What follows belongs to an exercise in optimizing a design on an open flow for small area, a short achievable clock period and few clock cycles per item; a production flow would make more cautious choices.
Function was checked by simulation only, so behaviour that the tests miss may differ from the original.

<file path="flow/design.v">
`default_nettype none
package nn_pkg;
  localparam int n_in  = 4;
  localparam int n_hid = 3;
  localparam int n_w1  = n_in * n_hid;
  localparam int step_w = 3;
  localparam logic [step_w-1:0] relu_step = 3'd4;
  localparam logic [step_w-1:0] out_step  = 3'd5;
  typedef enum logic [1:0] {
    st_idle,
    st_load,
    st_calc,
    st_out
  } ctrl_state_t;
endpackage
`default_nettype wire
`timescale 1ns/1ps
`default_nettype none
module nn_ctrl (
  input  wire                       clk,
  input  wire                       rst_n,
  input  wire                       in_valid_d,
  output logic                      calc,
  output logic [nn_pkg::step_w-1:0] step,
  output logic                      fire
);
  nn_pkg::ctrl_state_t state;
  nn_pkg::ctrl_state_t next_state;
  always_ff @(posedge clk or negedge rst_n) begin
    if (!rst_n) begin
      state <= nn_pkg::st_idle;
    end else begin
      state <= next_state;
    end
  end
  always_comb begin
    next_state = state;
    case (state)
      nn_pkg::st_idle: begin
        if (in_valid_d) begin
          next_state = nn_pkg::st_load;
        end
      end
      nn_pkg::st_load: begin
        if (!in_valid_d) begin
          next_state = nn_pkg::st_calc;
        end
      end
      nn_pkg::st_calc: begin
        if (step == nn_pkg::out_step) begin
          next_state = nn_pkg::st_out;
        end
      end
      nn_pkg::st_out: begin
        next_state = nn_pkg::st_idle;
      end
      default: begin
        next_state = nn_pkg::st_idle;
      end
    endcase
  end
  always_ff @(posedge clk or negedge rst_n) begin
    if (!rst_n) begin
      step <= '0;
    end else if (state == nn_pkg::st_calc && step != nn_pkg::out_step) begin
      step <= step + 1'b1;
    end else begin
      step <= '0;
    end
  end
  assign calc = (state == nn_pkg::st_calc);
  assign fire = (state == nn_pkg::st_out);
endmodule
`default_nettype wire
`timescale 1ns/1ps
`default_nettype none
module nn_operand_store #(
  parameter int data_w = 16
) (
  input  wire                                         clk,
  input  wire                                         rst_n,
  input  wire                                         in_valid_w1,
  input  wire                                         in_valid_w2,
  input  wire                                         in_valid_d,
  input  wire  [data_w-1:0]                           weight1,
  input  wire  [data_w-1:0]                           weight2,
  input  wire  [data_w-1:0]                           data_point,
  output logic [nn_pkg::n_w1-1:0][data_w-1:0]         w1,
  output logic [nn_pkg::n_hid-1:0][data_w-1:0]        w2,
  output logic [nn_pkg::n_in-1:0][data_w-1:0]         d
);
  always_ff @(posedge clk or negedge rst_n) begin
    if (!rst_n) begin
      w1 <= '0;
    end else if (in_valid_w1) begin
      w1 <= {weight1, w1[nn_pkg::n_w1-1:1]};
    end
  end
  always_ff @(posedge clk or negedge rst_n) begin
    if (!rst_n) begin
      w2 <= '0;
    end else if (in_valid_w2) begin
      w2 <= {weight2, w2[nn_pkg::n_hid-1:1]};
    end
  end
  always_ff @(posedge clk or negedge rst_n) begin
    if (!rst_n) begin
      d <= '0;
    end else if (in_valid_d) begin
      d <= {data_point, d[nn_pkg::n_in-1:1]};
    end
  end
endmodule
`default_nettype wire
`timescale 1ns/1ps
`default_nettype none
module nn_mac_lane #(
  parameter int data_w = 16,
  parameter int frac_w = 8
) (
  input  wire                      clk,
  input  wire                      rst_n,
  input  wire                      first,
  input  wire                      mac_en,
  input  wire                      relu_en,
  input  wire        [data_w-1:0]  x,
  input  wire        [data_w-1:0]  w,
  output logic       [data_w-1:0]  h
);
  logic signed [2*data_w-1:0] full;
  logic signed [2*data_w-1:0] shifted;
  logic        [data_w-1:0]   prod;
  logic        [data_w-1:0]   acc;
  always_comb begin
    full    = $signed(x) * $signed(w);
    shifted = full >>> frac_w;
    prod    = shifted[data_w-1:0];
  end
  always_ff @(posedge clk) begin
    if (mac_en) begin
      acc <= first ? prod : acc + prod;
    end
  end
  always_ff @(posedge clk or negedge rst_n) begin
    if (!rst_n) begin
      h <= '0;
    end else if (relu_en) begin
      h <= acc[data_w-1] ? '0 : acc;
    end
  end
endmodule
`default_nettype wire
`timescale 1ns/1ps
`default_nettype none
module nn_hidden_layer #(
  parameter int data_w = 16,
  parameter int frac_w = 8
) (
  input  wire                                          clk,
  input  wire                                          rst_n,
  input  wire                                          calc,
  input  wire  [nn_pkg::step_w-1:0]                    step,
  input  wire  [nn_pkg::n_w1-1:0][data_w-1:0]          w1,
  input  wire  [nn_pkg::n_in-1:0][data_w-1:0]          d,
  output logic [nn_pkg::n_hid-1:0][data_w-1:0]         h
);
  localparam int sel_w = $clog2(nn_pkg::n_in);
  logic             first;
  logic             mac_en;
  logic             relu_en;
  logic [sel_w-1:0] sel;
  assign first   = calc && (step == '0);
  assign mac_en  = calc && (step < nn_pkg::n_in);
  assign relu_en = calc && (step == nn_pkg::relu_step);
  assign sel     = step[sel_w-1:0];
  for (genvar lane = 0; lane < nn_pkg::n_hid; lane++) begin : g_lane
    nn_mac_lane #(
      .data_w (data_w),
      .frac_w (frac_w)
    ) u_lane (
      .clk     (clk),
      .rst_n   (rst_n),
      .first   (first),
      .mac_en  (mac_en),
      .relu_en (relu_en),
      .x       (d[sel]),
      .w       (w1[lane*nn_pkg::n_in + sel]),
      .h       (h[lane])
    );
  end
endmodule
`default_nettype wire
`timescale 1ns/1ps
`default_nettype none
module nn_output_neuron #(
  parameter int data_w = 16,
  parameter int frac_w = 8
) (
  input  wire                                          clk,
  input  wire                                          rst_n,
  input  wire                                          calc,
  input  wire  [nn_pkg::step_w-1:0]                    step,
  input  wire  [nn_pkg::n_hid-1:0][data_w-1:0]         h,
  input  wire  [nn_pkg::n_hid-1:0][data_w-1:0]         w2,
  output logic                                         out_valid,
  output logic [data_w-1:0]                            out
);
  logic [data_w-1:0] sum;
  logic              done;
  always_comb begin
    logic signed [2*data_w-1:0] full;
    logic signed [2*data_w-1:0] shifted;
    sum = '0;
    for (int j = 0; j < nn_pkg::n_hid; j++) begin
      full    = $signed(h[j]) * $signed(w2[j]);
      shifted = full >>> frac_w;
      sum     = sum + shifted[data_w-1:0];
    end
  end
  assign done = calc && (step == nn_pkg::out_step);
  always_ff @(posedge clk or negedge rst_n) begin
    if (!rst_n) begin
      out_valid <= 1'b0;
      out       <= '0;
    end else if (done) begin
      out_valid <= 1'b1;
      out       <= sum;
    end else begin
      out_valid <= 1'b0;
      out       <= '0;
    end
  end
endmodule
`default_nettype wire
`timescale 1ns/1ps
`default_nettype none
module nn_top #(
  parameter int data_w = 16,
  parameter int frac_w = 8
) (
  input  wire                clk,
  input  wire                rst_n,
  input  wire                in_valid_w1,
  input  wire                in_valid_w2,
  input  wire                in_valid_d,
  input  wire  [data_w-1:0]  weight1,
  input  wire  [data_w-1:0]  weight2,
  input  wire  [data_w-1:0]  data_point,
  output logic               out_valid,
  output logic [data_w-1:0]  out
);
  logic                                  calc;
  logic [nn_pkg::step_w-1:0]             step;
  logic [nn_pkg::n_w1-1:0][data_w-1:0]   w1;
  logic [nn_pkg::n_hid-1:0][data_w-1:0]  w2;
  logic [nn_pkg::n_in-1:0][data_w-1:0]   d;
  logic [nn_pkg::n_hid-1:0][data_w-1:0]  h;
  nn_ctrl u_ctrl (
    .clk        (clk),
    .rst_n      (rst_n),
    .in_valid_d (in_valid_d),
    .calc       (calc),
    .step       (step),
    .fire       ()
  );
  nn_operand_store #(
    .data_w (data_w)
  ) u_store (
    .clk         (clk),
    .rst_n       (rst_n),
    .in_valid_w1 (in_valid_w1),
    .in_valid_w2 (in_valid_w2),
    .in_valid_d  (in_valid_d),
    .weight1     (weight1),
    .weight2     (weight2),
    .data_point  (data_point),
    .w1          (w1),
    .w2          (w2),
    .d           (d)
  );
  nn_hidden_layer #(
    .data_w (data_w),
    .frac_w (frac_w)
  ) u_hidden (
    .clk   (clk),
    .rst_n (rst_n),
    .calc  (calc),
    .step  (step),
    .w1    (w1),
    .d     (d),
    .h     (h)
  );
  nn_output_neuron #(
    .data_w (data_w),
    .frac_w (frac_w)
  ) u_output (
    .clk       (clk),
    .rst_n     (rst_n),
    .calc      (calc),
    .step      (step),
    .h         (h),
    .w2        (w2),
    .out_valid (out_valid),
    .out       (out)
  );
endmodule
`default_nettype wire
</file>
<file path="flow/run.sh">
#!/bin/bash
# synth_recipe.tcl (not shown) runs the flow's synth.tcl, then flattens the netlist and writes it again
# the make line also repeats each setting of config.mk as NAME=value (left out here)
make -C /OpenROAD-flow-scripts/flow DESIGN_CONFIG=/design/flow/config.mk WORK_HOME=/design/flow/orfs CLKGATE_MAP_FILE= SYNTH_SCRIPT=/design/flow/synth_recipe.tcl finish
</file>
<file path="flow/config.mk">
export PLATFORM = sky130hd
export DESIGN_NAME = nn_top
export DESIGN_NICKNAME = nn_top
export VERILOG_FILES = /design/flow/design.v
export SDC_FILE = /design/flow/constraint.sdc
export NUM_CORES = 4
export LEC_CHECK = 0
export CAP_MARGIN = 20
export CORE_MARGIN = 2
export CORE_UTILIZATION = 40
export SLEW_MARGIN = 20
</file>
<file path="flow/constraint.sdc">
create_clock -name core_clock -period 12.0 [get_ports {clk}]
set_input_delay 2.4000 -clock core_clock [delete_from_list [all_inputs] [get_ports {clk}]]
set_output_delay 2.4000 -clock core_clock [all_outputs]
set_load 0.01 [all_outputs]
</file>
==> notes.md <==
## sequential cells by signal, indices dropped and copies added (netlist names)
signal	flops
u_hidden.g_lane.u_lane.acc	48
u_ctrl.state	2
u_ctrl.step	3
u_store.d	64
u_output.out_valid	1
u_store.w1	192
u_output.out	16
u_hidden.g_lane.u_lane.h	45
u_store.w2	48
## cells in the mapped netlist, types with 4 or more instances
library cell | n | area, µm²
a31oi_1 | 15 | 93.84
nor2_1 | 367 | 1378
a21oi_1 | 90 | 450.4
and2_1 | 393 | 2459
a41oi_1 | 4 | 35.03
o31ai_1 | 4 | 30.03
o211ai_1 | 5 | 37.54
or3_1 | 6 | 37.54
ha_1 | 516 | 6456
edfxtp_1 | 48 | 1441
o41ai_1 | 4 | 35.03
and3_1 | 9 | 56.30
buf_1 | 13 | 48.80
o21ai_0 | 98 | 490.5
inv_1 | 1430 | 5368
o21bai_1 | 13 | 97.59
mux2_2 | 362 | 4076
nand3_1 | 24 | 120.1
nand2b_1 | 86 | 538.0
o21a_1 | 42 | 315.3
a21o_1 | 40 | 300.3
nor3_1 | 32 | 160.2
mux2i_1 | 42 | 420.4
fa_1 | 1060 | 21220
or2_2 | 29 | 181.4
mux4_2 | 27 | 608.1
buf_2 | 15 | 75.07
nand2_1 | 751 | 2819
xor2_1 | 59 | 516.8
nand4_1 | 6 | 37.54
clkbuf_1 | 230 | 863.3
xnor2_1 | 189 | 1655
dfrtp_1 | 371 | 9284
o21ai_1 | 35 | 175.2
nor2b_1 | 39 | 244.0
## logic make-up (layout without fill, tap and decap cells)
group / Yosys count / after routing / share of synthesized area (%)
and+or+nand+nor: 1751 / 1751 / 12.95
buffers and inverters: 1693 / 1690 / 10.21
adders and majority gates: 1576 / 1576 / 44.13
muxes: 432 / 432 / 8.158
DFF: 419 / 419 / 17.10
AOI/OAI and AO/OA: 387 / 387 / 3.926
xor gates and xnor gates: 250 / 250 / 3.525
other: 0 / 1 / 0
## worst max-delay path by stage
stage | from | to | slack (ps)
floorplan | u_ctrl.step[1] | u_hidden.g_lane[0].u_lane.acc[15] | 2910
global placement | u_ctrl.step[1] | u_hidden.g_lane[1].u_lane.acc[15] | 2540
detailed placement | u_ctrl.step[1] | u_hidden.g_lane[1].u_lane.acc[15] | 2370
CTS | u_ctrl.step[1] | u_hidden.g_lane[1].u_lane.acc[15] | 2320
global route | u_ctrl.step[1] | u_hidden.g_lane[1].u_lane.acc[15] | 1670
finish | u_ctrl.step[1] | u_hidden.g_lane[1].u_lane.acc[15] | 2230
## critical path, delay by kind of cell (launching register included)
family | cells | cell delay, ps
AO/OA/AOI/OAI | 12 | 3110
XOR/XNOR | 4 | 610
adder cells (fa/ha/maj) | 8 | 3240
buffers and inverters | 3 | 570
flip-flops | 1 | 950
multiplexers | 1 | 390
AND/OR/NAND/NOR | 5 | 520
## layout make-up
cell class | count | area share [%]
antenna | 1 | 0.003707
timing repair buffer | 169 | 2.139
clock inverter | 26 | 0.5078
inverter | 1430 | 7.951
sequential | 419 | 15.90
tap | 2058 | 3.814
clock buffer | 65 | 2.070
multi-input combinational | 4396 | 67.62
## metrics by stage
stage	utilization, %	hold WS, ps
floorplan	-	449.8
global placement	42.15	473.4
detailed placement	42.15	479.7
CTS	43.27	493.4
global route	43.27	518.6
finish	43.27	492.4
## cells in the final DEF (no fill, tap or decap), types with 48 or more instances in the layout
| cell type | synthesis | final |
|---|---|---|
| inv_1 | 1430 | 1430 |
| fa_1 | 1060 | 1060 |
| nand2_1 | 751 | 750 |
| ha_1 | 516 | 516 |
| and2_1 | 393 | 393 |
| dfrtp_1 | 371 | 369 |
| nor2_1 | 367 | 367 |
| mux2_2 | 362 | 362 |
| xnor2_1 | 189 | 189 |
| buf_4 | 2 | 99 |
| o21ai_0 | 98 | 92 |
| a21oi_1 | 90 | 90 |
| nand2b_1 | 86 | 86 |
| clkdlybuf4s50_1 | 0 | 65 |
| xor2_1 | 59 | 59 |
| clkbuf_16 | 0 | 50 |
| edfxtp_1 | 48 | 48 |
## routing by layer
metal / up-vias / part of all wire [%]
li1: 19540 / -
met3: 262 / 4.8
met4: 2 / 3.4
met2: 1091 / 48
met5: - / 0.0081
met1: 22160 / 44
==> results.json <==
{
  "status": "timing/DRC/antenna clean",
  "grt_use_total_pct": 20.96,
  "post_cts_resized": 0,
  "maxCapViolCount": 0,
  "ys.flop_type": "dfrtp_1",
  "place.gp.congestion": 0.8491,
  "min_to": "u_hidden.g_lane[2].u_lane.h[5]",
  "place_area_um2": 65770,
  "met2_usage_pct": 35.64,
  "min_path_cells": 2,
  "placedCellCount": 8472,
  "finalMaxSlewViolations": 0,
  "drt_iter0_drc": 2498,
  "wl_per_cell_um": 18.84,
  "final-seq-area_um2": 10730,
  "r2r_cells": 33,
  "worstPathMaxFanout": 53,
  "grt_max_degree": 129,
  "htreeDepth": 2,
  "synth-async-reset-ratio_pct": 88.54,
  "ys_seq_area_share_pct": 17.10,
  "ys_types": 72,
  "required_ps": 12370,
  "hold_viol": 0,
  "insertion_delay_ps": 660,
  "layout-drive-gt1-share_pct": 9.869,
  "ant_nets": 0,
  "grt_pass1_wl_mm": 261.1,
  "num_io_pins": 70,
  "fp.dieH_um": 400.0,
  "cts_post_setup_buffers_inserted": 0,
  "criticalPathCategory": "reg2reg",
  "r2r_start": "u_ctrl.step[1]",
  "rsz0062_at_grt": "false",
  "start_kind": "register",
  "nets": 8095,
  "place.detailed.hpwl_mm": 125.3,
  "ys_seq_elements": 419,
  "io_buffers": 69,
  "synth-edff-count": 48,
  "worst_r2r_endpoint": "u_hidden.g_lane[1].u_lane.acc[15]",
  "dieArea_um2": 160000,
  "fmax_ghz": 0.1024,
  "stdcell_area_um2": 67510,
  "setup_ws_ps": 2234,
  "grt_pass1_vias": 46390,
  "tns_ps": 0,
  "pre_cts_ws_ps": 2372,
  "cts-buffers-inserted": 50,
  "fillers": 15140,
  "area_growth_pct": 7.651,
  "worst_clock_skew_ps": 36.89,
  "holdCritStartpoint": "u_hidden.g_lane[2].u_lane.h[5]",
  "crit_path_end_kind": "register",
  "cp.arrival_ps": 10140,
  "crit_top_cell": "fa_1",
  "grt_use_met3_pct": 2.292,
  "dieWidth_um": 400.0,
  "finalNonFillerCells": 8564,
  "root_buffer": "clkbuf_16",
  "min_period_over_period_pct": 81.38,
  "worstMarginPinSlew_ps": 1118,
  "cpPeakStageDelay_ps": 950,
  "placementRows": 145,
  "syn_nets": 8137,
  "vias_per_cell": 5.027,
  "hp-class": "reg2reg",
  "vias": 43050,
  "multi_input_area_um2": 45650,
  "clkTransAtPathRegs_ps": 60,
  "synth.cell_area_um2": 62710,
  "drc": 0,
  "first_pass_iters": 5,
  "grt-ovfl-total": 0,
  "max_slew_margin_pct": 25.17,
  "period_minus_slack_ps": 9766,
  "finalSetupViolCount": 0,
  "avgSynthCellArea_um2": 9.636,
  "cts_tree": "done",
  "grt_busiest_layer": "met2",
  "slowest_stage": "dfrtp_4",
  "reg2reg_setup_slack_ps": 2230,
  "cts_sinks": 419,
  "hold_buffers": 0,
  "syn_inst": 6508,
  "yosysWarnings": 4,
  "core_um2": 156000,
  "cts.path.max_buffers": 3,
  "start_util_pct": 40.19,
  "routed_wl_mm": 161.4,
  "grtUsageMet1_pct": 28.09,
  "antenna_found_initial": 1
}
Testbench counts, summed over its fixed seeds: cycles 38,400, inferences 3,200.

afterwards: timing with drivers on the ports:
The flow's constraints put no driver on any port. The routed layout listed below was extracted and timed again, unchanged, in two steps. Step 1: set_driving_cell puts a clkbuf_16 on clk and a buf_2 on each other input, an assumption about the parent block. Step 2 moves the port delays by t, midway between the first and last clock arrival at a register: inputs arrive t later, outputs are due t later. That takes back most of the time a late clock gives input paths. a / b / c = ideal ports / drivers / drivers and shift; a / b = the first two.
shift t [ns]: 0.718
setup WS [ns]: 2.234 / 2.234 / 2.234
worst setup path at the end: register to register
After both steps setup and hold are still met in this run. For this run, drivers alone change the setup slack by 0.000 ns; drivers and shift together by 0.000 ns.
